This design comes from an exercise in tuning for small area on the open sky130 flow, not from production work. Where RTL was checked, it was by simulation tests only, not by an equivalence proof against the original. For run 7, only the layout was checked, not whether the RTL still works. No activity file was given, so power comes from the tool's default toggle rates.

File: design/flow/config.mk
export PLATFORM = sky130hd
export DESIGN_NAME = axi_mem
export DESIGN_NICKNAME = axi_mem
export VERILOG_FILES = /design/flow/design.v
export SDC_FILE = /design/flow/constraint.sdc
export NUM_CORES = 4
export LEC_CHECK = 0
export CAP_MARGIN = 20
export CORE_MARGIN = 2
export CORE_UTILIZATION = 60
export PLACE_DENSITY = 0.7
export SLEW_MARGIN = 20
export SYNTH_HIERARCHICAL = 1
File: design/flow/constraint.sdc
create_clock -name core_clock -period 6.0 [get_ports {aclk}]
set_input_delay 1.2000 -clock core_clock [delete_from_list [all_inputs] [get_ports {aclk}]]
set_output_delay 1.2000 -clock core_clock [all_outputs]
set_load 0.01 [all_outputs]
File: design/flow/design.v
`timescale 1ns/10ps
`default_nettype none
module axi_mem (
  input  wire        aclk,
  input  wire        arstn,
  input  wire [3:0]  arid,
  input  wire [31:0] araddr,
  input  wire [3:0]  arlen,
  input  wire [2:0]  arsize,
  input  wire        arvalid,
  output wire        arready,
  input  wire [3:0]  awid,
  input  wire [31:0] awaddr,
  input  wire [3:0]  awlen,
  input  wire [2:0]  awsize,
  input  wire        awvalid,
  output wire        awready,
  input  wire [31:0] wdata,
  input  wire [3:0]  wstrb,
  input  wire        wlast,
  input  wire        wvalid,
  output wire        wready,
  output wire [3:0]  rid,
  output wire [31:0] rdata,
  output wire [1:0]  rresp,
  output wire        rlast,
  output wire        rvalid,
  input  wire        rready,
  output wire [3:0]  bid,
  output wire [1:0]  bresp,
  output wire        bvalid,
  input  wire        bready
);
  logic       rd_busy;
  logic [3:0] rd_rem;      
  logic [3:0] rd_id;
  logic [6:0] rd_lo;
  logic [1:0] rd_sz;
  logic       rd_in_hi, rd_wrap_hi;
  logic       rd_err;      
  logic       rd_hold;
  logic [31:0] rd_hold_q;
  wire ar_hs = arvalid && !rd_busy;
  wire r_hs  = rd_busy && rready;
  wire rd_last = rd_rem == 4'd0;
  wire rd_adv  = r_hs && !rd_last;
  wire [7:0] rd_sum   = {1'b0, rd_lo} + (8'd1 << rd_sz);
  wire [6:0] rd_lo_n  = ar_hs ? araddr[6:0] : rd_sum[6:0];
  wire [1:0] rd_sz_n  = ar_hs ? arsize[1:0] : rd_sz;
  wire       rd_ok_sz = arsize <= 3'd2;
  wire       rd_in_n  = ar_hs ? rd_ok_sz && araddr[31:7] == 25'd0 :
                        rd_sum[7] ? rd_wrap_hi : rd_in_hi;
  wire       rd_err_n = !rd_in_n || (rd_sz_n[0] && rd_lo_n == 7'h7f) ||
                        (rd_sz_n[1] && rd_lo_n[6:2] == 5'h1f && rd_lo_n[1:0] != 2'b00);
  always_ff @(posedge aclk or negedge arstn) begin
    if (!arstn) rd_busy <= 1'b0;
    else if (ar_hs) rd_busy <= 1'b1;
    else if (r_hs && rd_last) rd_busy <= 1'b0;
  end
  always_ff @(posedge aclk) begin
    if (ar_hs) begin
      rd_rem     <= arlen;
      rd_id      <= arid;
      rd_sz      <= arsize[1:0];
      rd_wrap_hi <= rd_ok_sz && &araddr[31:7];
    end else if (rd_adv) begin
      rd_rem <= rd_rem - 4'd1;
    end
    if (ar_hs || rd_adv) begin
      rd_lo    <= rd_lo_n;
      rd_in_hi <= rd_in_n;
      rd_err   <= rd_err_n;
    end
  end
  logic       wr_busy;     
  logic       wr_resp;     
  logic [3:0] wr_rem;
  logic [3:0] wr_id;
  logic [6:0] wr_lo;
  logic [1:0] wr_sz;
  logic       wr_in_hi, wr_wrap_hi;
  logic       wr_bad;      
  wire aw_hs = awvalid && !wr_busy && !wr_resp;
  wire w_hs  = wvalid && wr_busy;
  wire b_hs  = wr_resp && bready;
  wire wr_last = wr_rem == 4'd0;
  wire wr_err  = !wr_in_hi || (wr_sz[0] && wr_lo == 7'h7f) ||
                 (wr_sz[1] && wr_lo[6:2] == 5'h1f && wr_lo[1:0] != 2'b00);
  wire [7:0] wr_next = {1'b0, wr_lo} + (8'd1 << wr_sz);
  always_ff @(posedge aclk or negedge arstn) begin
    if (!arstn) begin
      wr_busy <= 1'b0;
      wr_resp <= 1'b0;
    end else begin
      if (aw_hs) wr_busy <= 1'b1;
      else if (w_hs && wr_last) wr_busy <= 1'b0;
      if (w_hs && wr_last) wr_resp <= 1'b1;
      else if (b_hs) wr_resp <= 1'b0;
    end
  end
  always_ff @(posedge aclk) begin
    if (aw_hs) begin
      wr_rem     <= awlen;
      wr_id      <= awid;
      wr_lo      <= awaddr[6:0];
      wr_sz      <= awsize[1:0];
      wr_in_hi   <= awsize <= 3'd2 && awaddr[31:7] == 25'd0;
      wr_wrap_hi <= awsize <= 3'd2 && &awaddr[31:7];
      wr_bad     <= 1'b0;
    end else if (w_hs) begin
      wr_bad <= wr_bad || wr_err || (wlast != wr_last);
      if (!wr_last) begin
        wr_rem <= wr_rem - 4'd1;
        wr_lo  <= wr_next[6:0];
        if (wr_next[7]) wr_in_hi <= wr_wrap_hi;
      end
    end
  end
  logic [3:0] wr_size_mask, wr_lanes;
  always_comb begin
    case (wr_sz)
      2'd0:    wr_size_mask = 4'b0001;
      2'd1:    wr_size_mask = 4'b0011;
      default: wr_size_mask = 4'b1111;
    endcase
  end
  assign wr_lanes = wr_size_mask << wr_lo[1:0];
  wire [3:0] wr_be = {4{w_hs && !wr_err}} & wr_lanes & wstrb;
  logic [31:0] src [33];
  logic [32:0] src_sel;
  logic [31:0] grp_n [11];
  always_ff @(posedge aclk) begin
    rd_hold   <= rd_busy && !rready;
    rd_hold_q <= rdata;
  end
  wire rd_live = !rd_hold && !rd_err;
  assign src[32]     = rd_hold_q;
  assign src_sel[32] = rd_hold;
  for (genvar j = 0; j < 32; j++) begin : g_word
    wire wsel = wr_lo[6:2] == j;
    logic [31:0] word;
    for (genvar i = 0; i < 4; i++) begin : g_lane
      always_ff @(posedge aclk) begin
        if (wsel && wr_be[i]) word[8*i +: 8] <= wdata[8*i +: 8];
      end
    end
    assign src[j]     = word;
    assign src_sel[j] = rd_live && rd_lo[6:2] == j;
  end
  for (genvar g = 0; g < 11; g++) begin : g_grp
    for (genvar b = 0; b < 32; b++) begin : g_bit
      axi_mem_aoi222 u_aoi (
        .s (src_sel[3*g +: 3]),
        .d ({src[3*g+2][b], src[3*g+1][b], src[3*g][b]}),
        .y_n (grp_n[g][b])
      );
    end
  end
  logic [31:0] rd_word;
  always_comb begin
    rd_word = '0;
    for (int g = 0; g < 11; g++) rd_word = rd_word | ~grp_n[g];
  end
  assign arready = !rd_busy;
  assign rvalid  = rd_busy;
  assign rid     = rd_id;
  assign rdata   = rd_word;
  assign rresp   = {rd_err, 1'b0};
  assign rlast   = rd_last;
  assign awready = !wr_busy && !wr_resp;
  assign wready  = wr_busy;
  assign bvalid  = wr_resp;
  assign bid     = wr_id;
  assign bresp   = {wr_bad, 1'b0};
endmodule
module axi_mem_aoi222 (
  input  wire [2:0] s,
  input  wire [2:0] d,
  output wire       y_n
);
  assign y_n = ~|(s & d);
endmodule
`default_nettype wire
File: design/flow/flow/run.sh
#!/bin/bash
# Standard ORFS layout with buf_1 port buffers and a clock tree of larger
# sink clusters without dummy loads.
set -euo pipefail
export BUFFER_PORTS_ARGS="-buffer_cell sky130_fd_sc_hd__buf_1"
export CTS_ARGS="-sink_clustering_enable -repair_clock_nets -dont_use_dummy_load -sink_clustering_size 24 -sink_clustering_max_diameter 80"
bash standard.sh > standard.log 2>&1
File: design/flow/standard.sh
#!/bin/bash
# synth_recipe.tcl (not shown) runs the flow's synth.tcl, then flattens the netlist and writes it again
# the make line also repeats each setting of config.mk as NAME=value (left out here)
make -C /OpenROAD-flow-scripts/flow DESIGN_CONFIG=/design/flow/config.mk WORK_HOME=/design/flow/orfs CLKGATE_MAP_FILE= SYNTH_SCRIPT=/design/flow/synth_recipe.tcl "${@:-finish}"
==> results_dict.tcl, run 1 <==
set metrics [dict create \
    yosysMostFrequentCell "edfxtp_1" \
    cp_num_cells 9 \
    cp_common_cell "nand4_1" \
    diodes 0 \
    syn_avg_cell_area_um2 19.3 \
    die_y_um 260 \
    ys_seq_area_share_pct 83.0 \
    ys_top_cells_by_area "edfxtp_1, a222oi_1, nor2_1" \
    crit_arrival_ps 4270 \
    maxCapViolations 0 \
    rrSetupSlack_ps 2470 \
    synth.ff_latch_count 1100 \
    worstRegToRegCells 8 \
    fin_crit_sh_pct 91.2 \
    hold_slack_ps 475 \
    timing.fmax_mhz 183 \
    vdd_drop_max_mv 0.320 \
    clockBufferDepth 3 \
    root_buffer "clkbuf_16" \
    initial_core_util_pct 60.8 \
    yosysTopAreaCellShare_pct 81.0 \
    ant_nets 0 \
    die_area_mm2 0.0676 \
    power_density_mw_per_mm2 352 \
    crit_slowest_cell "nor2_2" \
    setup_violations 0 \
    endpoint_kind "output pin" \
    startpoint_type "register" \
    status "no timing/DRC/antenna violations" \
    grt_usage_pct 30.4 \
    synth_edf_count 1061 \
    slew_headroom_pct 22.5 \
    synthTopCellsByCount "edfxtp_1, a222oi_1, nor2_1" \
    dp_slack_ps 1280 \
    tns_ps 0 \
    grt-ovfl-total 0 \
    worst_slack_ps 527 \
    synthArstFlopShare_pct 0.273 \
    dr.pass1.iters 10 \
    cts_hold_buf 0 \
    power.total_mw 15.1 \
    cts_resized 0 \
    fin_crit_ps 5470 \
    synth_area_mm2 0.0393 \
    path_buf_inv 2 \
    clock_latency_ps 650 \
    place_inst 3113 \
    rsz0062_at_grt "false" \
    vias 22900 \
    vias_per_cell 7.24 \
    cts_tree "done" \
    cts_buffers 53 \
    maxSlewViolCount 0 \
    yosys.area.top_type "edfxtp_1" \
    synth-main-ff-cell "edfxtp_1" \
    required_ps 4800 \
    die-width_um 260 \
    cts_setup_buffers 0 \
    placementRows 93 \
    cp_max_fo 19 \
    r2r_start "rd_hold$_DFF_P_" \
    num-fill-cells 4290 \
    ys_types 53 \
    drc 0 \
    final_area_mm2 0.0428 \
    finalWirelength_um 103000 \
    cts_sinks 1100 \
    antenna_found_initial 0 \
    skew_ps 61.5 \
    timing.rr.end "rd_hold_q[30]$_DFF_P_" \
    place_area_mm2 0.0415 \
    post-dp-hpwl_um 65700 \
    grt_max_degree 33 \
    synthCells 2039 \
    hold_class "in -> async" \
    criticalPathCategory "reg -> out" \
    drive_gt1_share_pct 7.44 \
    layout.nets 2456 \
    crit_family "simple AND/OR/NAND/NOR gates" \
    gp_congestion 0.892 \
    tightest_slew_ps 1160 \
    io_pins 180 \
    coreArea_mm2 0.0647 \
    htreeDepth 2 \
    crit_chain "nor3b_1 > nand3_1 > nor2_2 > buf_4 > a222oi_1 > nand4_1 > nor2_1 > nand4_1 > buf_1" \
    leakage_nw 12.8 \
    layoutNonFillerInstCount 3167 \
    numPortBuffers 177 \
    first_iter_violations 4838 \
    hold_violations 0 \
    cpPeakStageDelay_ps 800 \
    grt_pass1_wl_um 147000 \
    grt_pass1_vias 21800 \
    wl_per_cell_um 32.5 \
    yosysWarnings 10 \
    areaGrowthSynthToFinish_pct 8.86 \
    post-route-util_pct 66.2 \
    clk_pin_slew_ps 90 \
]
[per-layer routing]
metal  GRT usage [%]  wire, um
met2            46.8     47600
met5           0.356        31
met1            43.2     37000
met4            11.9      4470
met3            6.53     13700
[state kept, by name, indices dropped and copies added (netlist names)]
| signal | count |
|---|---|
| g_word.word | 1024 |
| rd_busy | 1 |
| rd_err | 1 |
| rd_hold | 1 |
| rd_hold_q | 32 |
| rd_id | 4 |
| rd_in_hi | 1 |
| rd_lo | 7 |
| rd_rem | 4 |
| rd_sz | 2 |
| rd_wrap_hi | 1 |
| wr_bad | 1 |
| wr_busy | 1 |
| wr_id | 4 |
| wr_in_hi | 1 |
| wr_lo | 7 |
| wr_rem | 4 |
| wr_resp | 1 |
| wr_sz | 2 |
| wr_wrap_hi | 1 |
[modules after synthesis, one instance, submodules excluded]
module | times used | area [um2]
axi_mem | 1 | 35800
axi_mem_aoi222 | 352 | 10.0
[logic make-up (layout without fill, tap and decap cells)]
logic type | count (synthesis) | after routing | synth area share (%)
xor gates and xnor gates | 14 | 14 | 0.312
AOI/OAI and AO/OA | 401 | 401 | 9.78
DFF | 1100 | 1100 | 83.0
adders and majority gates | 12 | 12 | 0.420
other | 1 | 2 | 0.00953
buffers and inverters | 47 | 319 | 0.731
muxes | 4 | 4 | 0.108
and+or+nand+nor | 460 | 460 | 5.65
[how the worst max path moves through the flow]
stage	start	to	slack (ps)
after floorplan	rd_hold$_DFF_P_	rdata[0]	2070
after CTS	rd_hold$_DFF_P_	rdata[3]	590
after global placement	rd_hold$_DFF_P_	rdata[28]	1450
after detailed placement	rd_hold$_DFF_P_	rdata[27]	1280
after global routing	rd_hold$_DFF_P_	rdata[6]	360
final	rd_hold$_DFF_P_	rdata[30]	530
[cell type report]
cell class / instances / area [um2] / share of cell area, %
timing repair buffer: 249 / 1210 / 2.83
inverter: 17 / 63.8 / 0.149
clock buffer: 53 / 1330 / 3.10
multi-input combinational: 893 / 6510 / 15.2
tap: 855 / 1070 / 2.50
sequential: 1100 / 32700 / 76.2
[cell usage in the layout (no fill, tap or decap), types with 32 or more instances in the layout]
cell       synthesis  layout
nor2_1           224     191
nand4_1          112     112
a222oi_1         352     352
buf_1              2     177
nand2_1           51      51
dfxtp_1           36      36
nor2_2             2      32
edfxtp_1        1061    1061
clkbuf_16          0      53
buf_4              4      71
[worst register-to-register path, cell delays in order, from the launching register on]
cell      delay (ps)
dfxtp_1          650
nor3b_1          580
nand3_1          310
nor2_2           800
buf_4            510
a222oi_1         210
nand4_1          180
nor2_1            80
nand4_1          130
[power breakdown]
group	leakage, nW	internal [mW]	switching, mW	total (mW)
sequential	9.88	8.73	0.220	8.95
combinational	2.28	0.720	1.67	2.39
clock	0.653	1.57	2.15	3.73
==> inputs of run 2 (changes only) <==
==> design/flow/flow/run.sh (replaced) <==
#!/bin/bash
# Standard ORFS layout with buf_1 port buffers and a clock tree of larger
# sink clusters without dummy loads.
set -euo pipefail
export BUFFER_PORTS_ARGS="-buffer_cell sky130_fd_sc_hd__buf_1"
export CTS_ARGS="-sink_clustering_enable -repair_clock_nets -dont_use_dummy_load -sink_clustering_size 28 -sink_clustering_max_diameter 80"
bash standard.sh > standard.log 2>&1
==> run 2 against run 1 <==
Still clean on timing, DRC and antenna. Clock-buffer cell count shrank 6. Wire length fell by 0.16%. Sequential share of layout area increased by 0.27 points. Sequential cell count did not move. Via count is 0.55% lower. Cell area shrank 0.35%. Clock power is 5.9% lower. Power shrank 1.4%. Cell count decreased by 0.19%. Non-clock buffer count unchanged. Critical path depth is the same. Largest cell class unchanged.
==> results_dict.tcl, run 2 <==
set metrics [dict create \
    placementRows 93 \
    ys_top_cells_by_area "edfxtp_1, a222oi_1, nor2_1" \
    drc 0 \
    antenna_found_initial 0 \
    numPortBuffers 177 \
    r2r_start "rd_hold$_DFF_P_" \
    first_iter_violations 4932 \
    ys_seq_area_share_pct 83.0 \
    yosysWarnings 10 \
    required_ps 4800 \
    grt_max_degree 33 \
    clock_latency_ps 640 \
    num-fill-cells 4305 \
    tns_ps 0 \
    synth-main-ff-cell "edfxtp_1" \
    synth_edf_count 1061 \
    largest_reg_flops 1024 \
    hold_class "in -> async" \
    clockBufferDepth 3 \
    ys_types 53 \
    cp_max_fo 19 \
    final_common_cell "edfxtp_1" \
    grt_usage_pct 30.3 \
    crit_arrival_ps 4310 \
    maxCapViolations 0 \
    maxSlewViolCount 0 \
    synth_area_mm2 0.0393 \
    timing.fmax_mhz 182 \
    reg_top3 "g_word.word: 1024 flops, rd_hold_q: 32 flops" \
    vdd_drop_max_mv 0.258 \
    yosys.area.top_type "edfxtp_1" \
    cp_common_cell "nand4_1" \
    grt_pass1_wl_um 147000 \
    initial_core_util_pct 60.8 \
    power.total_mw 14.9 \
    htreeDepth 2 \
    vias_per_cell 7.21 \
    slew_headroom_pct 23.5 \
    syn_avg_cell_area_um2 19.3 \
    areaGrowthSynthToFinish_pct 8.48 \
    setup_violations 0 \
    synth.ff_latch_count 1100 \
    cpPeakStageDelay_ps 830 \
    vias 22800 \
    synthTopCellsByCount "edfxtp_1, a222oi_1, nor2_1" \
    diodes 0 \
    cts_setup_buffers 0 \
    drive_gt1_share_pct 7.20 \
    skew_ps 40.5 \
    dr.pass1.iters 10 \
    timing.rr.end "rd_hold_q[31]$_DFF_P_" \
    gp_congestion 0.892 \
    post-route-util_pct 66.0 \
    cts_tree "done" \
    grt-ovfl-total 0 \
    die_y_um 260 \
    regMostFlops "g_word.word" \
    crit_slowest_cell "nor2_2" \
    yosysTopAreaCellShare_pct 81.0 \
    hold_violations 0 \
    io_pins 180 \
    grt_pass1_vias 21800 \
    fin_crit_sh_pct 91.8 \
    power_density_mw_per_mm2 348 \
    cts_sinks 1100 \
    cts_hold_buf 0 \
    wl_per_cell_um 32.5 \
    endpoint_kind "output pin" \
    rsz0062_at_grt "false" \
    cts_buffers 47 \
    cts_resized 0 \
    post-dp-hpwl_um 65700 \
    crit_family "simple AND/OR/NAND/NOR gates" \
    finalWirelength_um 103000 \
    leakage_nw 12.7 \
    ant_nets 0 \
    fin_crit_ps 5510 \
    root_buffer "clkbuf_16" \
    layout.nets 2450 \
    synthArstFlopShare_pct 0.273 \
    final_cell_mix "edfxtp_1, a222oi_1, nor2_1" \
    die-width_um 260 \
    startpoint_type "register" \
    criticalPathCategory "reg -> out" \
    tightest_slew_ps 1140 \
    worstRegToRegCells 8 \
    path_buf_inv 2 \
    synthCells 2039 \
    yosysMostFrequentCell "edfxtp_1" \
    clk_pin_slew_ps 100 \
    die_area_mm2 0.0676 \
    rrSetupSlack_ps 2430 \
    crit_chain "nor3b_1 > nand3_1 > nor2_2 > buf_4 > a222oi_1 > nand4_1 > nor2_1 > nand4_1 > buf_1" \
    coreArea_mm2 0.0647 \
    status "no timing/DRC/antenna violations" \
]
-- run 2: cell counts after synthesis --
Identical to the previous run, type by type.
-- run 2: how the worst max path moves through the flow --
stage,endpoint,slack (ps),from,depth (start not counted)
2_1_floorplan,rdata[0],2070,rd_hold$_DFF_P_,7
4_1_cts,rdata[3],590,rd_hold$_DFF_P_,9
5_1_grt,rdata[6],350,rd_hold$_DFF_P_,9
3_5_place_dp,rdata[27],1280,rd_hold$_DFF_P_,9
3_3_place_gp,rdata[28],1450,rd_hold$_DFF_P_,9
6_report,rdata[28],490,rd_hold$_DFF_P_,9
-- run 2: cell families after synthesis --
family / Yosys count / share of synthesized area, %
AOI/OAI and AO/OA: 401 / 9.78
other: 1 / 0.00953
DFF: 1100 / 83.0
buffers and inverters: 47 / 0.731
muxes: 4 / 0.108
and+or+nand+nor: 460 / 5.65
adders and majority gates: 12 / 0.420
xor gates and xnor gates: 14 / 0.312
-- run 2: layout make-up --
class,instances,area (um2),area share [%]
clock buffers,47,1180,2.76
inverters,17,63.8,0.149
repair buffers,249,1210,2.84
multi-input cells,893,6510,15.2
well taps,855,1070,2.51
flip-flops and latches,1100,32700,76.5
-- run 2: worst register-to-register path: cells and delay by family (launching register included) --
| kind | cells | cell delay (ps) |
|---|---|---|
| flip-flops | 1 | 650 |
| buffers and inverters | 1 | 500 |
| AND/OR/NAND/NOR | 6 | 2120 |
| AO/OA/AOI/OAI | 1 | 220 |
-- run 2: power by group --
part | leakage, nW | switching (mW) | internal, mW
registers | 9.88 | 0.220 | 8.73
clock network | 0.579 | 2.11 | 1.41
logic | 2.28 | 1.67 | 0.719
total | 12.7 | 3.99 | 10.9
-- run 2: through the flow --
step,instance area (um2),setup WS (ps),instances,hold slack [ps]
finish,42700,495,3161,463
global route,42700,353,3161,471
CTS,42700,595,3160,472
detailed placement,41500,1280,3113,506
global placement,41500,1450,3113,456
floorplan,39400,2070,2040,442
-- run 2: routing by layer --
| metal | GRT usage, % | up-vias | part of all wire (%) |
|---|---|---|---|
| li1 | - | 9484 | - |
| met1 | 42.4 | 11400 | 36 |
| met2 | 47.3 | 1697 | 47 |
| met3 | 6.77 | 219 | 13 |
| met4 | 11.3 | 0 | 4.1 |
| met5 | 0.356 | - | 0 |
-- run 2: Yosys stat by module, one instance, submodules excluded --
module | cell area [um2] | cells | times used | flip-flops and latches
axi_mem | 35800 | 1687 | 1 | 1100
axi_mem_aoi222 | 10.0 | 1 | 352 | 0
==> inputs of run 3 (changes only) <==
--- a/design/flow/config.mk
+++ b/design/flow/config.mk
@@ -9,4 +9,5 @@
 export CORE_MARGIN = 2
 export CORE_UTILIZATION = 60
+export GPL_TIMING_DRIVEN = 0
 export PLACE_DENSITY = 0.7
 export SLEW_MARGIN = 20
==> run 3 against run 2 <==
Largest cell class unchanged. Worst setup slack gained 320 ps. Clock skew up 3.1 ps. Non-clock buffer count down 5. Critical path depth stayed put. Worst hold slack better by 26 ps. Still clean on timing, DRC and antenna. Sequential share of layout area decreased by 1.4 points. Highest routed layer unchanged. Core utilization rose by 1.3 points. Wire length shrank 3.3%. Power grew 1.0%. Cell count decreased by 0.16%.
==> results_dict.tcl, run 3 <==
set metrics [dict create \
    layout.nets 2445 \
    cts_hold_buf 0 \
    drive_gt1_share_pct 7.87 \
    root_buffer "clkbuf_16" \
    startpoint_type "register" \
    grt_pass1_wl_um 143000 \
    timing.rr.end "rd_hold_q[28]$_DFF_P_" \
    synthTopCellsByCount "edfxtp_1, a222oi_1, nor2_1" \
    cts_resized 0 \
    maxSlewViolCount 0 \
    cp_max_fo 17 \
    crit_arrival_ps 3980 \
    rsz0062_at_grt "false" \
    slew_headroom_pct 32.3 \
    cts_buffers 47 \
    criticalPathCategory "reg -> out" \
    cts_setup_buffers 0 \
    maxCapViolations 0 \
    hold_class "in -> async" \
    ys_types 53 \
    clk_pin_slew_ps 100 \
    synth_edf_count 1061 \
    htreeDepth 2 \
    ys_top_cells_by_area "edfxtp_1, a222oi_1, nor2_1" \
    wl_per_cell_um 31.4 \
    reg_top3 "g_word.word: 1024 flops, rd_hold_q: 32 flops" \
    die_y_um 260 \
    final_cell_mix "edfxtp_1, a222oi_1, nor2_1" \
    post-dp-hpwl_um 66500 \
    place_area_mm2 0.0423 \
    antenna_found_initial 1 \
    timing.fmax_mhz 193 \
    crit_start "rd_lo[3]$_DFFE_PP_" \
    numPortBuffers 177 \
    worstRegToRegCells 8 \
    power_density_mw_per_mm2 345 \
    grt_pass1_vias 21800 \
    vdd_drop_max_mv 0.218 \
    placementRows 93 \
    power.total_mw 15.0 \
    yosysWarnings 10 \
    skew_ps 43.6 \
    largest_reg_flops 1024 \
    ant_nets 0 \
    syn_avg_cell_area_um2 19.3 \
    synthArstFlopShare_pct 0.273 \
    final_common_cell "edfxtp_1" \
    synth_area_mm2 0.0393 \
    coreArea_mm2 0.0647 \
    vias_per_cell 7.14 \
    grt-ovfl-total 0 \
    yosysMostFrequentCell "edfxtp_1" \
    grt_max_degree 33 \
    ys_seq_area_share_pct 83.0 \
    hold_violations 0 \
    die_area_mm2 0.0676 \
    vias 22500 \
    regMostFlops "g_word.word" \
    die-width_um 260 \
    leakage_nw 13.0 \
    yosys.area.top_type "edfxtp_1" \
    initial_core_util_pct 60.8 \
    finalWirelength_um 99200 \
    synth-main-ff-cell "edfxtp_1" \
    endpoint_kind "output pin" \
    grt_usage_pct 29.5 \
    synthCells 2039 \
    setup_violations 0 \
    tightest_slew_ps 1020 \
    final_area_mm2 0.0435 \
    clockBufferDepth 3 \
    required_ps 4800 \
    dr.pass1.iters 9 \
    io_pins 180 \
    drc 0 \
    clock_latency_ps 630 \
    synth.ff_latch_count 1100 \
    yosysTopAreaCellShare_pct 81.0 \
    rrSetupSlack_ps 2650 \
    cts_sinks 1100 \
    diodes 0 \
    first_iter_violations 4256 \
    gp_congestion 0.829 \
    cts_tree "done" \
    r2r_start "rd_lo[3]$_DFFE_PP_" \
    fin_crit_sh_pct 86.4 \
    fin_crit_ps 5180 \
    status "no timing/DRC/antenna violations" \
    areaGrowthSynthToFinish_pct 10.5 \
]
## run 3: per-module statistics from Yosys (local to each module, per instance)
module / copies in the design / cell area, um2
axi_mem: 1 / 35800
axi_mem_aoi222: 352 / 10.0
## run 3: final cells by class
type	instances	area (um2)
multi-input cells	893	6650
plain buffers	30	224
repair buffers	214	1660
flip-flops and latches	1100	32700
fillers	4213	21200
well taps	855	1070
inverters	17	63.8
clock buffers	47	1180
## run 3: cell families (layout without fill, tap and decap cells)
group / Yosys count / after routing / share of synthesized area, %
simple gates: 460 / 460 / 5.65
compound gates: 401 / 401 / 9.78
flops: 1100 / 1100 / 83.0
mux: 4 / 4 / 0.108
buf+inv: 47 / 308 / 0.731
fa+ha+maj: 12 / 12 / 0.420
xor+xnor: 14 / 14 / 0.312
other cells: 1 / 2 / 0.00953
## run 3: where the power goes
| part | internal [mW] | switching (mW) |
|---|---|---|
| clock | 1.41 | 2.12 |
| sequential | 8.73 | 0.149 |
| combinational | 0.803 | 1.79 |
| total | 10.9 | 4.06 |
## run 3: worst max path at each step
stage / to / slack (ps) / cells after the start
6_report: rdata[28] / 820 / 9
5_1_grt: rdata[9] / 660 / 10
4_1_cts: rdata[3] / 870 / 9
3_5_place_dp: rdata[3] / 1540 / 9
3_3_place_gp: rdata[30] / -540 / 8
2_1_floorplan: rdata[0] / 2070 / 7
## run 3: layer usage
layer	wire length, um	GRT usage, %
met5	0	0
met3	11200	5.86
met1	36100	40.2
met4	3710	9.83
met2	48200	48.2
## run 3: through the flow
step,setup WS [ps],util (%),hold WS [ps],instances,TNS [ps]
final,817,67.2,489,3156,0
after global routing,657,67.2,500,3156,0
after CTS,866,67.2,496,3156,0
after detailed placement,1540,65.4,490,3109,0
after global placement,-544,63.5,458,3072,-14910
after floorplan,2070,-,442,2040,0
## run 3: critical path, stage by stage, from the launching register on
cell	delay [ps]
edfxtp_1	460
nand2b_1	110
clkbuf_1	760
nor2_4	320
buf_16	260
a222oi_1	540
nand4_1	290
nor2_1	170
nand4_1	220
buf_1	200
==> inputs of run 4 (changes only) <==
--- a/design/flow/config.mk
+++ b/design/flow/config.mk
@@ -8,7 +8,6 @@
 export CAP_MARGIN = 20
 export CORE_MARGIN = 2
-export CORE_UTILIZATION = 60
-export GPL_TIMING_DRIVEN = 0
-export PLACE_DENSITY = 0.7
+export CORE_UTILIZATION = 50
+export PLACE_DENSITY = 0.6
 export SLEW_MARGIN = 20
 export SYNTH_HIERARCHICAL = 1
==> run 4 against run 3 <==
Still clean. Register-to-register slack lost 180 ps. Critical path depth shrank 1. Core utilization shrank 12 points. Synthesized cell count is the same. Critical endpoint is now rdata[2]. Largest cell class unchanged.
==> results_dict.tcl, run 4 <==
set metrics [dict create \
    dr.pass1.iters 10 \
    syn_avg_cell_area_um2 19.3 \
    yosysWarnings 10 \
    die_area_mm2 0.0810 \
    root_buffer "clkbuf_16" \
    grtUsageMet3_pct 4.86 \
    criticalPathCategory "reg -> out" \
    endpoint_kind "output pin" \
    worstRegToRegCells 6 \
    synthCells 2039 \
    vdd_drop_max_mv 0.196 \
    grt_max_degree 35 \
    finalWirelength_um 107000 \
    clk_pin_slew_ps 100 \
    timing.fmax_mhz 185 \
    final_cell_mix "edfxtp_1, a222oi_1, nor2_1" \
    setup_violations 0 \
    grt_usage_pct 26.2 \
    status "no timing/DRC/antenna violations" \
    antenna_found_initial 0 \
    tns_ps 0 \
    power_density_mw_per_mm2 347 \
    vias 22600 \
    crit_family "simple AND/OR/NAND/NOR gates" \
    die_y_um 285 \
    use_met1_pct 36.3 \
    synth_area_mm2 0.0393 \
    initial_core_util_pct 50.6 \
    grt_pass1_wl_um 153000 \
    cts_sinks 1100 \
    numPortBuffers 177 \
    hold_class "reg -> reg" \
    vias_per_cell 6.77 \
    drive_gt1_share_pct 7.17 \
    cpPeakStageDelay_ps 970 \
    required_ps 4800 \
    crit_slowest_cell "nor2_4" \
    synth.ff_latch_count 1100 \
    coreArea_mm2 0.0777 \
    grt-ovfl-total 0 \
    top_usage_layer "met2" \
    yosys.area.top_type "edfxtp_1" \
    cp_common_cell "nand4_1" \
    maxSlewViolCount 0 \
    placementRows 102 \
    post-dp-hpwl_um 69600 \
    crit_arrival_ps 4210 \
    synthTopCellsByCount "edfxtp_1, a222oi_1, nor2_1" \
    cp_max_fo 34 \
    ys_seq_area_share_pct 83.0 \
    synth_edf_count 1061 \
    layout.nets 2445 \
    wl_per_cell_um 32.0 \
    die-width_um 285 \
    fin_crit_ps 5410 \
    grt_pass1_vias 22100 \
    diodes 0 \
    yosysMostFrequentCell "edfxtp_1" \
    cts_tree "done" \
    ant_nets 0 \
    htreeDepth 2 \
    cts_buffers 48 \
    hold_slack_ps 485 \
    largest_reg_flops 1024 \
    synth-main-ff-cell "edfxtp_1" \
    yosysTopAreaCellShare_pct 81.0 \
    skew_ps 45.5 \
    path_buf_inv 1 \
    drc 0 \
    final_common_cell "edfxtp_1" \
    first_iter_violations 4211 \
    slew_headroom_pct 20.6 \
    hold_depth 2 \
    grt_util_met2_pct 42.8 \
    cts_setup_buffers 0 \
    startpoint_type "register" \
    cp_num_cells 8 \
    tightest_slew_ps 1190 \
    synthArstFlopShare_pct 0.273 \
    io_pins 180 \
    fin_crit_sh_pct 90.1 \
    cts_resized 0 \
    areaGrowthSynthToFinish_pct 9.44 \
    clock_latency_ps 630 \
    cts_hold_buf 0 \
    reg_top3 "g_word.word: 1024 flops, rd_hold_q: 32 flops" \
    maxCapViolations 0 \
    gp_congestion 0.852 \
    regMostFlops "g_word.word" \
    ys_top_cells_by_area "edfxtp_1, a222oi_1, nor2_1" \
    hold_violations 0 \
    ys_types 53 \
    crit_chain "nor3b_1 > nand3_1 > nor2_4 > a222oi_1 > nand4_1 > nor2_1 > nand4_1 > buf_1" \
    clockBufferDepth 3 \
    rsz0062_at_grt "false" \
    leakage_nw 12.8 \
]
## run 4: cell types whose count changed in the layout (fill, tap and decap cells not counted)
cell / delta
clkbuf_16: +1
nor2_4: -20
buf_8: -1
buf_2: -33
nor2_2: +23
nor2_1: -3
buf_6: -15
buf_16: -27
buf_4: +56
buf_1: +26
clkbuf_1: -7
## run 4: per-stage QoR
stage | util [%] | cell area, um2 | total power [mW] | cells | setup slack [ps]
after floorplan | - | 39400 | 10.4 | 2040 | 2070
after global placement | 53.6 | 41700 | 11.4 | 3287 | 1430
after detailed placement | 53.8 | 41900 | 11.5 | 3293 | 1330
after CTS | 55.4 | 43100 | 15.0 | 3341 | 645
after global routing | 55.4 | 43100 | 15.4 | 3341 | 479
final | 55.4 | 43100 | 14.9 | 3341 | 591
## run 4: area by class of cell
class                           instances  area, um2
Sequential cell                      1100      32700
Tap cell                             1040       1300
Fill cell                            5959      34700
Multi-Input combinational cell        893       6560
Timing Repair Buffer                  243       1280
Inverter                               17       63.8
Clock buffer                           48       1200
## run 4: where the power goes
| part | total, mW | leakage [nW] | internal, mW | switching [mW] |
|---|---|---|---|---|
| logic | 2.36 | 2.28 | 0.723 | 1.64 |
| registers | 8.97 | 9.88 | 8.73 | 0.234 |
| clock network | 3.59 | 0.592 | 1.44 | 2.16 |
## run 4: logic make-up after synthesis
group / count (synthesis) / synth area share, %
AO/OA/AOI/OAI: 401 / 9.78
XOR/XNOR: 14 / 0.312
adder cells (fa/ha/maj): 12 / 0.420
buffers and inverters: 47 / 0.731
flip-flops: 1100 / 83.0
multiplexers: 4 / 0.108
other: 1 / 0.00953
AND/OR/NAND/NOR: 460 / 5.65
## run 4: tightest hold or removal path, delay by kind of cell, from the launching register on
kind / cells / cell delay [ps]
simple gates: 2 / 120
flops: 1 / 340
## run 4: routing by layer
metal / vias up / wire (um)
met1: 11600 / 41000
met5: - / 0
met2: 1361 / 51700
li1: 9493 / -
met3: 163 / 11000
met4: 0 / 3320
## run 4: path summary, 6_finish.rpt
| check | from | endpoint | slack (ps) |
|---|---|---|---|
| setup / recovery | rd_hold$_DFF_P_ | rdata[2] | 590 |
| hold / removal | wr_bad$_SDFFE_PP0P_ | wr_bad$_SDFFE_PP0P_ | 480 |
| setup reg to reg | wr_lo[6]$_DFFE_PP_ | g_word[20].word[12]$_DFFE_PP_ | 2470 |
| hold reg to reg | wr_bad$_SDFFE_PP0P_ | wr_bad$_SDFFE_PP0P_ | 480 |
| max in group asynchronous | arstn | wr_busy$_DFFE_PN0P_ | 5180 |
| min in group asynchronous | arstn | rd_busy$_DFFE_PN0P_ | 490 |
## run 4: modules after synthesis, one instance, submodules excluded
| module | times used | area (um2) |
|---|---|---|
| axi_mem | 1 | 35800 |
| axi_mem_aoi222 | 352 | 10.0 |
==> inputs of run 5 (changes only) <==
--- a/design/flow/config.mk
+++ b/design/flow/config.mk
@@ -8,6 +8,6 @@
 export CAP_MARGIN = 20
 export CORE_MARGIN = 2
-export CORE_UTILIZATION = 50
-export PLACE_DENSITY = 0.6
+export CORE_UTILIZATION = 70
+export PLACE_DENSITY = 0.8
 export SLEW_MARGIN = 20
 export SYNTH_HIERARCHICAL = 1
==> run 5 against run 4 <==
Still clean on timing, DRC and antenna. Die area is 28% lower. Cell count is 8.7% lower. Global-route usage rose by 9.4 points. Non-clock buffer count is 3 higher. Clock power is 4% lower. Worst hold slack improved by 1.8 ps. Wire length down 4.2%. Sequential share of layout area rose by 1.0 points. Sequential cell count stayed put. Sequential power about the same. Highest routed layer is now met5.
==> results_dict.tcl, run 5 <==
set metrics [dict create \
    grt_max_degree 35 \
    synth.ff_latch_count 1100 \
    rsz0062_at_grt "false" \
    post-route-util_pct 76.8 \
    maxCapViolations 0 \
    yosysTopAreaCellShare_pct 81.0 \
    crit_arrival_ps 4120 \
    power_density_mw_per_mm2 348 \
    hold_violations 0 \
    cp_max_fo 34 \
    drive_gt1_share_pct 7.00 \
    dp_slack_ps 1490 \
    numPortBuffers 177 \
    layoutNonFillerInstCount 3049 \
    switchingPower_mw 3.96 \
    tns_ps 0 \
    clockBufferDepth 3 \
    crit_start "rd_hold$_DFF_P_" \
    timing.fmax_mhz 188 \
    num-fill-cells 3013 \
    grt_pass1_wl_um 147000 \
    cts_resized 0 \
    status "no timing/DRC/antenna violations" \
    die-width_um 241 \
    timing.rr.end "g_word[24].word[21]$_DFFE_PP_" \
    comb_power_share_pct 15.9 \
    ys_top_cells_by_area "edfxtp_1, a222oi_1, nor2_1" \
    fin_crit_sh_pct 88.7 \
    drc 0 \
    r2r_start "wr_lo[6]$_DFFE_PP_" \
    clock_latency_ps 630 \
    vias 23400 \
    coreArea_mm2 0.0553 \
    antenna_found_initial 1 \
    slew_headroom_pct 20.8 \
    regMostFlops "g_word.word" \
    finalWirelength_um 103000 \
    gp_congestion 0.871 \
    wl_per_cell_um 33.7 \
    final_common_cell "edfxtp_1" \
    required_ps 4800 \
    layout.nets 2445 \
    initial_core_util_pct 71.1 \
    pwr-share-seq_pct 60.7 \
    criticalPathCategory "reg -> out" \
    grt_pass1_vias 22300 \
    intPower_mw 10.8 \
    vdd_drop_max_mv 0.281 \
    swShare_pct 26.8 \
    io_pins 180 \
    fin_crit_ps 5320 \
    yosysMostFrequentCell "edfxtp_1" \
    startpoint_type "register" \
    ys_seq_area_share_pct 83.0 \
    cts_tree "done" \
    ys_types 53 \
    endpoint_kind "output pin" \
    cts_buffers 45 \
    cts_setup_buffers 0 \
    worst_slack_ps 678 \
    largest_reg_flops 1024 \
    die_y_um 241 \
    place_inst 3002 \
    pwr-share-clk_pct 23.4 \
    synth-main-ff-cell "edfxtp_1" \
    dr.pass1.iters 16 \
    final_cell_mix "edfxtp_1, a222oi_1, nor2_1" \
    tightest_slew_ps 1190 \
    maxSlewViolCount 0 \
    placementRows 86 \
    diodes 0 \
    reg_top3 "g_word.word: 1024 flops, rd_hold_q: 32 flops" \
    rrSetupSlack_ps 2250 \
    grt-ovfl-total 0 \
    cts_hold_buf 0 \
    syn_avg_cell_area_um2 19.3 \
    synthTopCellsByCount "edfxtp_1, a222oi_1, nor2_1" \
    grt_usage_pct 35.6 \
    hold_class "in -> async" \
    vias_per_cell 7.68 \
    htreeDepth 2 \
    synth_area_mm2 0.0393 \
    yosys.area.top_type "edfxtp_1" \
    post-dp-hpwl_um 65900 \
    root_buffer "clkbuf_16" \
    worstRegToRegCells 7 \
    synth_edf_count 1061 \
    cts_sinks 1100 \
    first_iter_violations 5838 \
    hold_slack_ps 487 \
    areaGrowthSynthToFinish_pct 8.00 \
    clk_pin_slew_ps 100 \
    skew_ps 58.2 \
    leakage_nw 12.7 \
    die_area_mm2 0.0581 \
    synthCells 2039 \
    yosysWarnings 10 \
    synthArstFlopShare_pct 0.273 \
    ant_nets 0 \
    setup_violations 0 \
]
run 5: power by group through the flow:
stage / Combinational, mW / Sequential [mW] / Clock (mW)
3_5_place_dp: 2.27 / 9.12 / 0
6_report: 2.35 / 8.96 / 3.45
2_1_floorplan: 1.35 / 9.01 / 0
5_1_grt: 2.50 / 8.98 / 3.66
4_1_cts: 2.29 / 8.95 / 3.44
3_3_place_gp: 2.17 / 9.11 / 0
run 5: area by class of cell:
| type | instances | area [um2] | share of cell area (%) |
|---|---|---|---|
| Sequential cell | 1100 | 32700 | 76.8 |
| Inverter | 17 | 63.8 | 0.150 |
| Clock buffer | 45 | 1130 | 2.65 |
| Timing Repair Buffer | 246 | 1190 | 2.81 |
| Tap cell | 748 | 936 | 2.20 |
| Multi-Input combinational cell | 893 | 6520 | 15.3 |
run 5: modules after synthesis, one instance, submodules excluded:
module / area [um2] / copies in the design / flip-flops and latches
axi_mem_aoi222: 10.0 / 352 / 0
axi_mem: 35800 / 1 / 1100
run 5: cell families after synthesis:
kind of cell             synth area share (%)
multiplexers                            0.108
AO/OA/AOI/OAI                            9.78
flip-flops                               83.0
adder cells (fa/ha/maj)                 0.420
XOR/XNOR                                0.312
AND/OR/NAND/NOR                          5.65
buffers and inverters                   0.731
other                                 0.00953
run 5: worst max path at each step:
stage                      to  slack (ps)  cells past startpoint
global route         rdata[9]         590                     10
floorplan            rdata[0]        2070                      7
CTS                  rdata[9]         790                     10
global placement    rdata[18]        1610                      8
detailed placement   rdata[9]        1490                     10
finish               rdata[9]         680                     10
run 5: per-layer routing:
| layer | up-vias | GRT usage, % | wire length, um |
|---|---|---|---|
| met5 | - | 0 | 15 |
| met4 | 2 | 14.9 | 5140 |
| met3 | 309 | 8.19 | 15600 |
| met2 | 2152 | 55.4 | 47900 |
| met1 | 11500 | 49.6 | 33900 |
| li1 | 9489 | - | - |
run 5: through the flow:
| stage | total power, mW | cell area, um2 |
|---|---|---|
| 5_1_grt | 15.1 | 42500 |
| 6_report | 14.8 | 42500 |
| 4_1_cts | 14.7 | 42500 |
| 2_1_floorplan | 10.4 | 39400 |
| 3_5_place_dp | 11.4 | 41300 |
| 3_3_place_gp | 11.3 | 41300 |
run 5: worst max-delay path, cell delays in order, from the launching register on:
cell	delay, ps
dfxtp_1	310
buf_4	280
nor3_1	380
nand3_1	360
nor2_2	880
buf_4	420
a222oi_1	250
nand4_1	150
nor2_1	80
nand4_1	170
buf_1	190
==> inputs of run 6 (changes only) <==
--- a/design/flow/design.v
+++ b/design/flow/design.v
@@ -127,4 +127,8 @@
   assign wr_lanes = wr_size_mask << wr_lo[1:0];
   wire [3:0] wr_be = {4{w_hs && !wr_err}} & wr_lanes & wstrb;
+  logic [3:0] wr_be_hi_n [8];
+  for (genvar k = 0; k < 8; k++) begin : g_be_hi
+    assign wr_be_hi_n[k] = ~({4{wr_lo[6:4] == k}} & wr_be);
+  end
   logic [31:0] src [33];
   logic [32:0] src_sel;
@@ -138,9 +142,13 @@
   assign src_sel[32] = rd_hold;
   for (genvar j = 0; j < 32; j++) begin : g_word
-    wire wsel = wr_lo[6:2] == j;
+    wire wsel_n = wr_lo[3:2] != j % 4;
+    logic [3:0] we;
+    for (genvar i = 0; i < 4; i++) begin : g_we
+      axi_mem_nor2 u_we (.a_n (wsel_n), .b_n (wr_be_hi_n[j/4][i]), .y (we[i]));
+    end
     logic [31:0] word;
     for (genvar i = 0; i < 4; i++) begin : g_lane
       always_ff @(posedge aclk) begin
-        if (wsel && wr_be[i]) word[8*i +: 8] <= wdata[8*i +: 8];
+        if (we[i]) word[8*i +: 8] <= wdata[8*i +: 8];
       end
     end
@@ -181,3 +189,10 @@
   assign y_n = ~|(s & d);
 endmodule
+module axi_mem_nor2 (
+  input  wire a_n,
+  input  wire b_n,
+  output wire y
+);
+  assign y = ~(a_n | b_n);
+endmodule
 `default_nettype wire
--- a/design/flow/config.mk
+++ b/design/flow/config.mk
@@ -8,6 +8,6 @@
 export CAP_MARGIN = 20
 export CORE_MARGIN = 2
-export CORE_UTILIZATION = 70
-export PLACE_DENSITY = 0.8
+export CORE_UTILIZATION = 60
+export PLACE_DENSITY = 0.7
 export SLEW_MARGIN = 20
 export SYNTH_HIERARCHICAL = 1
==> run 6 against run 5 <==
Largest cell class unchanged. Sequential cell count unchanged. Worst hold slack improved by 5.0 ps. Still clean on timing, DRC and antenna. Die area increased by 16%. Highest routed layer is now met4. Critical path depth decreased by 1. Sequential power about the same. Worst setup slack got worse by 230 ps. Non-clock buffer count increased by 1. Sequential share of layout area decreased by 0.32 points. Cell count increased by 3.6%.
==> results_dict.tcl, run 6 <==
set metrics [dict create \
    slew_headroom_pct 14.9 \
    crit_arrival_ps 4350 \
    maxCapViolations 0 \
    final_cell_mix "edfxtp_1, a222oi_1, nor2_1" \
    post-dp-hpwl_um 63200 \
    vias_per_cell 7.17 \
    cts_buffers 46 \
    die_y_um 259 \
    final_common_cell "edfxtp_1" \
    clockBufferDepth 3 \
    vdd_drop_max_mv 0.373 \
    first_iter_violations 4638 \
    initial_core_util_pct 60.8 \
    synthArstFlopShare_pct 0.273 \
    hold_violations 0 \
    cts_setup_buffers 0 \
    synth_area_mm2 0.0392 \
    gp_congestion 0.856 \
    required_ps 4800 \
    synthCells 2024 \
    synth_edf_count 1061 \
    endpoint_kind "output pin" \
    antenna_found_initial 0 \
    drive_gt1_share_pct 7.13 \
    io_pins 180 \
    vias 22600 \
    dr.pass1.iters 9 \
    syn_avg_cell_area_um2 19.4 \
    root_buffer "clkbuf_16" \
    cts_tree "done" \
    hold_class "reg -> reg" \
    dp_slack_ps 1290 \
    cp_max_fo 34 \
    largest_reg_flops 1024 \
    power.total_mw 14.9 \
    ys_seq_area_share_pct 83.4 \
    criticalPathCategory "reg -> out" \
    drc 0 \
    cts_resized 0 \
    hold_slack_ps 492 \
    cts_sinks 1100 \
    fin_crit_sh_pct 92.5 \
    regMostFlops "g_word.word" \
    maxSlewViolCount 0 \
    ys_top_cells_by_area "edfxtp_1, a222oi_1, nor2_1" \
    grt_pass1_wl_um 144000 \
    grt_pass1_vias 21900 \
    tns_ps 0 \
    yosys.area.top_type "edfxtp_1" \
    clk_pin_slew_ps 110 \
    fin_crit_ps 5550 \
    die_area_mm2 0.0673 \
    grt-ovfl-total 0 \
    ys_types 51 \
    tightest_slew_ps 1270 \
    die-width_um 259 \
    skew_ps 52.5 \
    rsz0062_at_grt "false" \
    areaGrowthSynthToFinish_pct 8.96 \
    reg_top3 "g_word.word: 1024 flops, rd_hold_q: 32 flops" \
    synthTopCellsByCount "edfxtp_1, a222oi_1, nor2_1" \
    worst_slack_ps 448 \
    grt_usage_pct 29.4 \
    clock_latency_ps 640 \
    startpoint_type "register" \
    yosysWarnings 12 \
    cts_hold_buf 0 \
    coreArea_mm2 0.0645 \
    placementRows 93 \
    place_inst 3110 \
    power_density_mw_per_mm2 350 \
    synth-main-ff-cell "edfxtp_1" \
    leakage_nw 12.8 \
    htreeDepth 2 \
    finalWirelength_um 98400 \
    grt_max_degree 35 \
    setup_violations 0 \
    numPortBuffers 177 \
    status "no timing/DRC/antenna violations" \
    wl_per_cell_um 31.1 \
    layout.nets 2445 \
    synth.ff_latch_count 1100 \
    layoutNonFillerInstCount 3158 \
    ant_nets 0 \
    yosysTopAreaCellShare_pct 81.3 \
    yosysMostFrequentCell "edfxtp_1" \
    timing.fmax_mhz 180 \
]
run 6: worst paths after layout:
check	start	cells past startpoint	slack, ps	to
max	rd_hold$_DFF_P_	9	450	rdata[7]
min	wr_bad$_SDFFE_PP0P_	1	490	wr_bad$_SDFFE_PP0P_
max reg2reg	rd_hold$_DFF_P_	8	2390	rd_hold_q[16]$_DFF_P_
min reg2reg	wr_bad$_SDFFE_PP0P_	1	490	wr_bad$_SDFFE_PP0P_
max in group asynchronous	arstn	1	5140	wr_busy$_DFFE_PN0P_
min in group asynchronous	arstn	1	510	rd_busy$_DFFE_PN0P_
run 6: worst max-delay path, stage by stage (launching register included):
cell,delay (ps)
dfxtp_2,650
nor3b_1,560
nand2_1,320
nor2_2,900
buf_4,440
a222oi_1,140
nand4_1,200
nor2_1,110
nand4_1,150
buf_1,200
run 6: kinds of logic after synthesis:
logic type / after synthesis / share of synthesized area (%)
muxes: 4 / 0.105
other: 1 / 0.00957
and+or+nand+nor: 459 / 5.64
xor gates and xnor gates: 14 / 0.313
DFF: 1100 / 83.4
buffers and inverters: 33 / 0.387
AOI/OAI and AO/OA: 401 / 9.74
adders and majority gates: 12 / 0.422
run 6: report_power, final:
| part | switching (mW) | internal (mW) |
|---|---|---|
| sequential | 0.235 | 8.73 |
| clock | 2.09 | 1.38 |
| combinational | 1.74 | 0.732 |
run 6: per-stage QoR:
stage	util, %	area (um2)
after floorplan	-	39200
after global placement	64.3	41400
after detailed placement	64.4	41500
after CTS	66.2	42700
after global routing	66.2	42700
final	66.2	42700
run 6: per-layer routing:
metal / GRT usage, % / vias up / part of all wire [%]
met3: 5.15 / 154 / 12
met4: 8.60 / 0 / 2.9
met1: 43.0 / 11400 / 38
met5: 0 / - / 0
met2: 46.1 / 1630 / 47
li1: - / 9480 / -
run 6: layout make-up:
cell class | count | area [um2]
Antenna cell | 2 | 5.00
Clock buffer | 46 | 1150
Fill cell | 4316 | 21800
Inverter | 16 | 60.1
Multi-Input combinational cell | 892 | 6500
Sequential cell | 1100 | 32700
Tap cell | 855 | 1070
Timing Repair Buffer | 247 | 1230
run 6: modules after synthesis (local to each module, per instance):
| module | cell area (um2) | cells |
|---|---|---|
| axi_mem | 35200 | 1544 |
| axi_mem_aoi222 | 10.0 | 1 |
| axi_mem_nor2 | 3.75 | 1 |
==> inputs of run 7 (changes only) <==
--- a/design/flow/design.v
+++ b/design/flow/design.v
@@ -132,5 +132,5 @@
   end
   logic [31:0] src [33];
-  logic [32:0] src_sel;
+  logic [32:0] src_sel [2];    
   logic [31:0] grp_n [11];
   always_ff @(posedge aclk) begin
@@ -140,5 +140,13 @@
   wire rd_live = !rd_hold && !rd_err;
   assign src[32]     = rd_hold_q;
-  assign src_sel[32] = rd_hold;
+  assign src_sel[0][32] = rd_hold;
+  assign src_sel[1][32] = rd_hold;
+  for (genvar h = 0; h < 2; h++) begin : g_rsel
+    axi_mem_dec32 u_dec (
+      .en  (rd_live),
+      .idx (rd_lo[6:2]),
+      .sel (src_sel[h][31:0])
+    );
+  end
   for (genvar j = 0; j < 32; j++) begin : g_word
     wire wsel_n = wr_lo[3:2] != j % 4;
@@ -154,10 +162,9 @@
     end
     assign src[j]     = word;
-    assign src_sel[j] = rd_live && rd_lo[6:2] == j;
   end
   for (genvar g = 0; g < 11; g++) begin : g_grp
     for (genvar b = 0; b < 32; b++) begin : g_bit
       axi_mem_aoi222 u_aoi (
-        .s (src_sel[3*g +: 3]),
+        .s (src_sel[b / 16][3*g +: 3]),
         .d ({src[3*g+2][b], src[3*g+1][b], src[3*g][b]}),
         .y_n (grp_n[g][b])
@@ -189,4 +196,11 @@
   assign y_n = ~|(s & d);
 endmodule
+module axi_mem_dec32 (
+  input  wire        en,
+  input  wire [4:0]  idx,
+  output wire [31:0] sel
+);
+  assign sel = {31'd0, en} << idx;
+endmodule
 module axi_mem_nor2 (
   input  wire a_n,
==> run 7 against run 6 <==
Core utilization up 0.18 points. Clock power increased by 2%. Maximum frequency up 7.2%. Synthesized cell count is 2.0% higher. Wire length fell by 2.7%. Sequential cell count stayed put. Register-to-register slack got worse by 20 ps. Sequential share of layout area shrank 0.48 points. Global-route usage down 1.1 points. Area after synthesis grew 0.62%. Clock skew up 4.6 ps. Highest routed layer unchanged.
==> results_dict.tcl, run 7 <==
set metrics [dict create \
    cts_setup_buffers 0 \
    yosys.area.top_type "edfxtp_1" \
    setup_violations 0 \
    final_cell_mix "edfxtp_1, a222oi_1, nor2_1" \
    synth.ff_latch_count 1100 \
    first_iter_violations 4429 \
    maxSlewViolCount 0 \
    grt_pass1_vias 22100 \
    htreeDepth 2 \
    cts_sinks 1100 \
    seqCellArea_mm2 0.0327 \
    initial_core_util_pct 60.9 \
    hold_class "in -> async" \
    cts_resized 0 \
    synthArstFlopShare_pct 0.273 \
    grt-ovfl-total 0 \
    diodes 0 \
    grt_usage_pct 28.3 \
    criticalPathCategory "reg -> out" \
    drive_gt1_share_pct 7.13 \
    multiInputGateArea_mm2 0.00667 \
    status "no timing/DRC/antenna violations" \
    grt_pass1_wl_um 140000 \
    synth_area_mm2 0.0394 \
    drc 0 \
    cp_max_fo 33 \
    synth-main-ff-cell "edfxtp_1" \
    wl_per_cell_um 29.8 \
    synthTopCellsByCount "edfxtp_1, a222oi_1, nor2_1" \
    ys_seq_area_share_pct 82.9 \
    maxCapViolations 0 \
    clockBufferDepth 3 \
    endpoint_kind "output pin" \
    fin_crit_ps 5180 \
    clock_latency_ps 650 \
    coreArea_mm2 0.0647 \
    reg_top3 "g_word.word: 1024 flops, rd_hold_q: 32 flops" \
    hold_violations 0 \
    largest_reg_flops 1024 \
    numPortBuffers 177 \
    finalWirelength_um 95700 \
    vias_per_cell 7.02 \
    die-width_um 260 \
    crit_arrival_ps 3980 \
    io_pins 180 \
    rsz0062_at_grt "false" \
    timing.fmax_mhz 193 \
    cpPeakStageDelay_ps 610 \
    yosysMostFrequentCell "edfxtp_1" \
    ys_top_cells_by_area "edfxtp_1, a222oi_1, nor2_1" \
    slew_headroom_pct 31.9 \
    crit_chain "buf_4 > nor2_2 > or4b_4 > nor2_2 > a222oi_1 > nand4_1 > nor2_1 > nand4_1 > buf_1" \
    skew_ps 57.1 \
    tns_ps 0 \
    ant_nets 0 \
    clk_pin_slew_ps 100 \
    crit_slowest_cell "nor2_2" \
    ys_types 53 \
    startpoint_type "register" \
    dr.pass1.iters 13 \
    root_buffer "clkbuf_16" \
    yosysWarnings 14 \
    regMostFlops "g_word.word" \
    post-dp-hpwl_um 63100 \
    die_y_um 260 \
    placementRows 93 \
    required_ps 4800 \
    power.total_mw 15.1 \
    gp_congestion 0.881 \
    vias 22500 \
    cts_buffers 48 \
    layout.nets 2499 \
    leakage_nw 12.9 \
    power_density_mw_per_mm2 351 \
    cts_hold_buf 0 \
    num-fill-cells 4361 \
    synth_edf_count 1061 \
    areaGrowthSynthToFinish_pct 8.97 \
    final_common_cell "edfxtp_1" \
    grt_max_degree 34 \
    yosysTopAreaCellShare_pct 80.8 \
    tightest_slew_ps 1020 \
    syn_avg_cell_area_um2 19.1 \
    vdd_drop_max_mv 0.272 \
    die_area_mm2 0.0678 \
    fin_crit_sh_pct 86.4 \
    synthCells 2065 \
    antenna_found_initial 0 \
    cts_tree "done" \
]
## run 7: changes by cell type after synthesis, sizes merged, moves of 2 or more
cell | before | now
nor2 | 223 | 255
nand4b | 0 | 6
nand4bb | 0 | 6
nand2 | 61 | 56
clkbuf | 7 | 10
buf | 10 | 8
nand2b | 10 | 12
nand3 | 5 | 3
nand4 | 112 | 114
nor2b | 6 | 4
or4b | 0 | 2
## run 7: cell type report
cell class	instances	share of cell area [%]
clock buffer	48	2.80
sequential	1100	76.0
multi-input combinational	932	15.5
timing repair buffer	259	2.99
inverter	16	0.140
tap	855	2.49
## run 7: critical path, delay by kind of cell, from the launching register on
kind	cells	cell delay (ps)
flip-flops	1	310
buffers and inverters	2	440
AND/OR/NAND/NOR	6	2280
AO/OA/AOI/OAI	1	290
## run 7: Yosys stat by module, one instance, submodules excluded
module          cell area (um2)  times used  flops+latches
axi_mem_nor2               3.75         128              0
axi_mem_dec32               234           2              0
axi_mem                   34900           1           1100
axi_mem_aoi222             10.0         352              0
## run 7: through the flow
stage | instance area, um2 | instances | hold WS [ps] | setup slack, ps | util (%)
finish | 42900 | 3210 | 391 | 819 | 66.4
global route | 42900 | 3210 | 387 | 666 | 66.4
CTS | 42900 | 3208 | 365 | 135 | 66.3
detailed placement | 41700 | 3160 | 478 | 844 | 64.4
global placement | 41700 | 3160 | 445 | 998 | 64.4
floorplan | 39400 | 2066 | 442 | 2080 | -
## run 7: logic make-up after synthesis
logic type	after synthesis	share of synthesized area, %
muxes	4	0.105
other	1	0.00952
buffers and inverters	34	0.387
DFF	1100	82.9
and+or+nand+nor	499	6.23
AOI/OAI and AO/OA	401	9.68
xor gates and xnor gates	14	0.311
adders and majority gates	12	0.419
## run 7: final timing paths
check                                          from  cells after the start  slack, ps                          end
min in group core_clock         wr_bad$_SDFFE_PP0P_                      1        490          wr_bad$_SDFFE_PP0P_
worst min-delay path                          arstn                      1        390          wr_resp$_DFFE_PN0P_
worst max register to register   wr_lo[5]$_DFFE_PP_                      6       2370  g_word[9].word[3]$_DFFE_PP_
worst max-delay path                rd_hold$_DFF_P_                      9        820                    rdata[20]
max in group asynchronous                     arstn                      1       5460          rd_busy$_DFFE_PN0P_
worst min register to register  wr_bad$_SDFFE_PP0P_                      1        490          wr_bad$_SDFFE_PP0P_
## run 7: power breakdown
part | internal (mW) | switching, mW | total [mW]
registers | 8.73 | 0.275 | 9.01
clock network | 1.43 | 2.10 | 3.53
logic | 0.760 | 1.78 | 2.54
## run 7: routing by layer
layer	GRT usage (%)	vias to the layer above	part of all wire (%)
met5	0	-	0
met4	11.4	0	4.2
met3	3.67	200	9.1
met2	48.7	1341	51
met1	36.9	11400	36
li1	-	9657	-
==> inputs of run 8 (changes only) <==
--- a/design/flow/design.v
+++ b/design/flow/design.v
@@ -132,5 +132,5 @@
   end
   logic [31:0] src [33];
-  logic [32:0] src_sel [2];    
+  logic [32:0] src_sel;
   logic [31:0] grp_n [11];
   always_ff @(posedge aclk) begin
@@ -140,13 +140,5 @@
   wire rd_live = !rd_hold && !rd_err;
   assign src[32]     = rd_hold_q;
-  assign src_sel[0][32] = rd_hold;
-  assign src_sel[1][32] = rd_hold;
-  for (genvar h = 0; h < 2; h++) begin : g_rsel
-    axi_mem_dec32 u_dec (
-      .en  (rd_live),
-      .idx (rd_lo[6:2]),
-      .sel (src_sel[h][31:0])
-    );
-  end
+  assign src_sel[32] = rd_hold;
   for (genvar j = 0; j < 32; j++) begin : g_word
     wire wsel_n = wr_lo[3:2] != j % 4;
@@ -155,16 +147,23 @@
       axi_mem_nor2 u_we (.a_n (wsel_n), .b_n (wr_be_hi_n[j/4][i]), .y (we[i]));
     end
-    logic [31:0] word;
-    for (genvar i = 0; i < 4; i++) begin : g_lane
-      always_ff @(posedge aclk) begin
-        if (we[i]) word[8*i +: 8] <= wdata[8*i +: 8];
-      end
-    end
+    wire [3:0] we_n = ~we;
+    logic [31:0] word, word_d;
+    for (genvar b = 0; b < 32; b++) begin : g_bit
+      axi_mem_a22o u_next (
+        .q    (word[b]),
+        .keep (we_n[b/8]),
+        .d    (wdata[b]),
+        .load (we[b/8]),
+        .y    (word_d[b])
+      );
+    end
+    always_ff @(posedge aclk) word <= word_d;
     assign src[j]     = word;
+    assign src_sel[j] = rd_live && rd_lo[6:2] == j;
   end
   for (genvar g = 0; g < 11; g++) begin : g_grp
     for (genvar b = 0; b < 32; b++) begin : g_bit
       axi_mem_aoi222 u_aoi (
-        .s (src_sel[b / 16][3*g +: 3]),
+        .s (src_sel[3*g +: 3]),
         .d ({src[3*g+2][b], src[3*g+1][b], src[3*g][b]}),
         .y_n (grp_n[g][b])
@@ -196,10 +195,12 @@
   assign y_n = ~|(s & d);
 endmodule
-module axi_mem_dec32 (
-  input  wire        en,
-  input  wire [4:0]  idx,
-  output wire [31:0] sel
-);
-  assign sel = {31'd0, en} << idx;
+module axi_mem_a22o (
+  input  wire q,
+  input  wire keep,
+  input  wire d,
+  input  wire load,
+  output wire y
+);
+  assign y = (q & keep) | (d & load);
 endmodule
 module axi_mem_nor2 (
--- a/design/flow/config.mk
+++ b/design/flow/config.mk
@@ -8,6 +8,6 @@
 export CAP_MARGIN = 20
 export CORE_MARGIN = 2
-export CORE_UTILIZATION = 60
-export PLACE_DENSITY = 0.7
+export CORE_UTILIZATION = 70
+export PLACE_DENSITY = 0.8
 export SLEW_MARGIN = 20
 export SYNTH_HIERARCHICAL = 1
==> run 8 against run 7 <==
Synthesized cell count is 54% higher. Clock-buffer cell count shrank 3. Power grew 16%. Critical path type unchanged. Sequential share of layout area down 22 points. First-iteration DRC count grew 42%. Highest routed layer is now met5.
==> results_dict.tcl, run 8 <==
set metrics [dict create \
    synth_area_mm2 0.0384 \
    synthCells 3176 \
    clock_latency_ps 640 \
    hold_violations 0 \
    worst_slack_ps 359 \
    hold_class "in -> async" \
    final_common_cell "dfxtp_1" \
    die_y_um 238 \
    timing.fmax_mhz 177 \
    final_cell_mix "dfxtp_1, a22o_1, a222oi_1" \
    cts_resized 0 \
    largest_reg_flops 1024 \
    synth.ff_latch_count 1100 \
    endpoint_kind "output pin" \
    ys_seq_area_share_pct 58.4 \
    die_area_mm2 0.0567 \
    cp_max_fo 18 \
    syn_avg_cell_area_um2 12.1 \
    initial_core_util_pct 71.0 \
    gp_congestion 0.988 \
    dp_slack_ps 1340 \
    drc 0 \
    grt_usage_pct 42.1 \
    drive_gt1_share_pct 4.79 \
    maxSlewViolCount 0 \
    cts_hold_buf 0 \
    vdd_drop_max_mv 0.315 \
    cts_sinks 1100 \
    tns_ps 0 \
    clk_pin_slew_ps 100 \
    crit_arrival_ps 4440 \
    maxCapViolations 0 \
    cts_tree "done" \
    synth_edf_count 37 \
    place_area_mm2 0.0404 \
    numPortBuffers 177 \
    yosysTopAreaCellShare_pct 55.3 \
    slew_headroom_pct 14.0 \
    grt_pass1_vias 30900 \
    tightest_slew_ps 1290 \
    coreArea_mm2 0.0540 \
    final_area_mm2 0.0416 \
    cts_setup_buffers 0 \
    antenna_found_initial 1 \
    required_ps 4800 \
    dr.pass1.iters 14 \
    setup_violations 0 \
    die-width_um 238 \
    ys_types 51 \
    place_inst 4094 \
    fin_crit_ps 5640 \
    vias_per_cell 7.91 \
    htreeDepth 2 \
    yosysWarnings 12 \
    wl_per_cell_um 29.8 \
    ant_nets 0 \
    first_iter_violations 6311 \
    cpPeakStageDelay_ps 900 \
    hold_slack_ps 400 \
    layout.nets 3588 \
    leakage_nw 15.1 \
    root_buffer "clkbuf_16" \
    clockBufferDepth 3 \
    synthArstFlopShare_pct 0.273 \
    crit_family "simple AND/OR/NAND/NOR gates" \
    grt_max_degree 33 \
    criticalPathCategory "reg -> out" \
    synthTopCellsByCount "dfxtp_1, a22o_1, a222oi_1" \
    cts_buffers 45 \
    power.total_mw 17.5 \
    power_density_mw_per_mm2 421 \
    post-dp-hpwl_um 82000 \
    seqCellArea_mm2 0.0224 \
    io_pins 180 \
    synth-main-ff-cell "dfxtp_1" \
    rsz0062_at_grt "false" \
    areaGrowthSynthToFinish_pct 8.38 \
    finalWirelength_um 124000 \
    vias 32800 \
    yosys.area.top_type "dfxtp_1" \
    post-route-util_pct 77.0 \
    path_buf_inv 3 \
    skew_ps 39.5 \
    grt-ovfl-total 0 \
    crit_chain "buf_4 > nor3b_1 > nand3_1 > nor2_2 > buf_4 > a222oi_1 > nand4_1 > nor2_1 > nand4_1 > buf_1" \
    multiInputGateArea_mm2 0.0154 \
    status "no timing/DRC/antenna violations" \
    fin_crit_sh_pct 94.0 \
    placementRows 85 \
    num-fill-cells 3562 \
    startpoint_type "register" \
    grt_pass1_wl_um 186000 \
    yosysMostFrequentCell "dfxtp_1" \
    ys_top_cells_by_area "dfxtp_1, a22o_1, a222oi_1" \
    layoutNonFillerInstCount 4141 \
    regMostFlops "g_word.word" \
    reg_top3 "g_word.word: 1024 flops, rd_hold_q: 32 flops" \
    crit_slowest_cell "nor2_2" \
]
-- run 8: worst reg2reg max path: stages (launching register included) --
cell and delay [ps]:
edfxtp_1 600, nand3_1 210, o41ai_1 130, or2_1 350, nor4b_4 820, nand2_1 360, nor2_1 630, inv_1 320
a22o_1 290
-- run 8: final timing paths --
check / end / from / slack (ps) / cells past startpoint
setup / recovery: rdata[1] / rd_hold$_DFF_P_ / 360 / 10
hold / removal: wr_busy$_DFFE_PN0P_ / arstn / 400 / 1
setup reg to reg: g_word[11].word[15]$_DFF_P_ / wr_lo[4]$_DFFE_PP_ / 2200 / 8
hold reg to reg: wr_bad$_SDFFE_PP0P_ / wr_bad$_SDFFE_PP0P_ / 490 / 1
max in group asynchronous: rd_busy$_DFFE_PN0P_ / arstn / 5400 / 1
min in group core_clock: wr_bad$_SDFFE_PP0P_ / wr_bad$_SDFFE_PP0P_ / 490 / 1
-- run 8: cell type report --
cell class | instances | area share (%)
inverter | 144 | 1.30
timing repair buffer | 239 | 2.86
antenna | 1 | 0.00602
multi-input combinational | 1916 | 37.1
sequential | 1100 | 53.9
tap | 696 | 2.09
clock buffer | 45 | 2.71
-- run 8: logic make-up (layout without fill, tap and decap cells) --
family | Yosys count | in the layout | share of synthesized area, %
other | 1 | 3 | 0.00978
buffers and inverters | 161 | 428 | 1.65
xor gates and xnor gates | 14 | 14 | 0.320
DFF | 1100 | 1100 | 58.4
muxes | 4 | 4 | 0.108
adders and majority gates | 12 | 12 | 0.431
AOI/OAI and AO/OA | 1425 | 1425 | 33.3
and+or+nand+nor | 459 | 459 | 5.76
-- run 8: power by group --
| group | internal [mW] | switching [mW] | total, mW |
|---|---|---|---|
| combinational | 1.77 | 1.73 | 3.51 |
| sequential | 9.19 | 1.30 | 10.5 |
| clock | 1.35 | 2.16 | 3.52 |
| total | 12.3 | 5.19 | 17.5 |
-- run 8: per-module statistics from Yosys (local to each module, per instance) --
module,cell area (um2),flip-flops and latches,copies in the design
axi_mem_aoi222,10.0,0,352
axi_mem_nor2,3.75,0,128
axi_mem_a22o,8.76,0,1024
axi_mem,25400,1100,1
-- run 8: per-layer routing --
layer  wire length (um)  up-vias  share of wire (%)  global-route usage (%)
met5                 37        -              0.030                       0
met4               7810        4                6.3                    23.5
met3              15900      518                 13                    9.39
met2              53700     2671                 43                    64.2
met1              46100    15700                 37                    55.9
li1                   -    13900                  -                       -

[afterwards: timing with drivers on the ports]
No port has a modelled driver above. Below, the same layouts with a new extraction and two added sets of constraints. Step 1 assumes that a clkbuf_16 drives the clock port and a buf_2 every other input. Step 2, shift: input delay + t, output delay - t, t = (earliest + latest rising clock arrival at the registers) / 2. This alone moves slack from input paths to output paths. Slacks: ideal ports / drivers / drivers and shift; pairs: ideal ports / drivers.
run	shift t [ns]	slack for setup (ns)
run 1	0.691	0.527 / 0.462 / 1.153
run 2	0.681	0.495 / 0.427 / 1.108
run 3	0.661	0.817 / 0.758 / 1.420
run 4	0.674	0.591 / 0.521 / 1.196
run 5	0.666	0.678 / 0.618 / 1.284
run 6	0.685	0.448 / 0.381 / 1.067
run 7	0.680	0.819 / 0.755 / 1.435
run 8	0.687	0.359 / 0.290 / 0.977
After both steps every run listed still meets setup and hold.
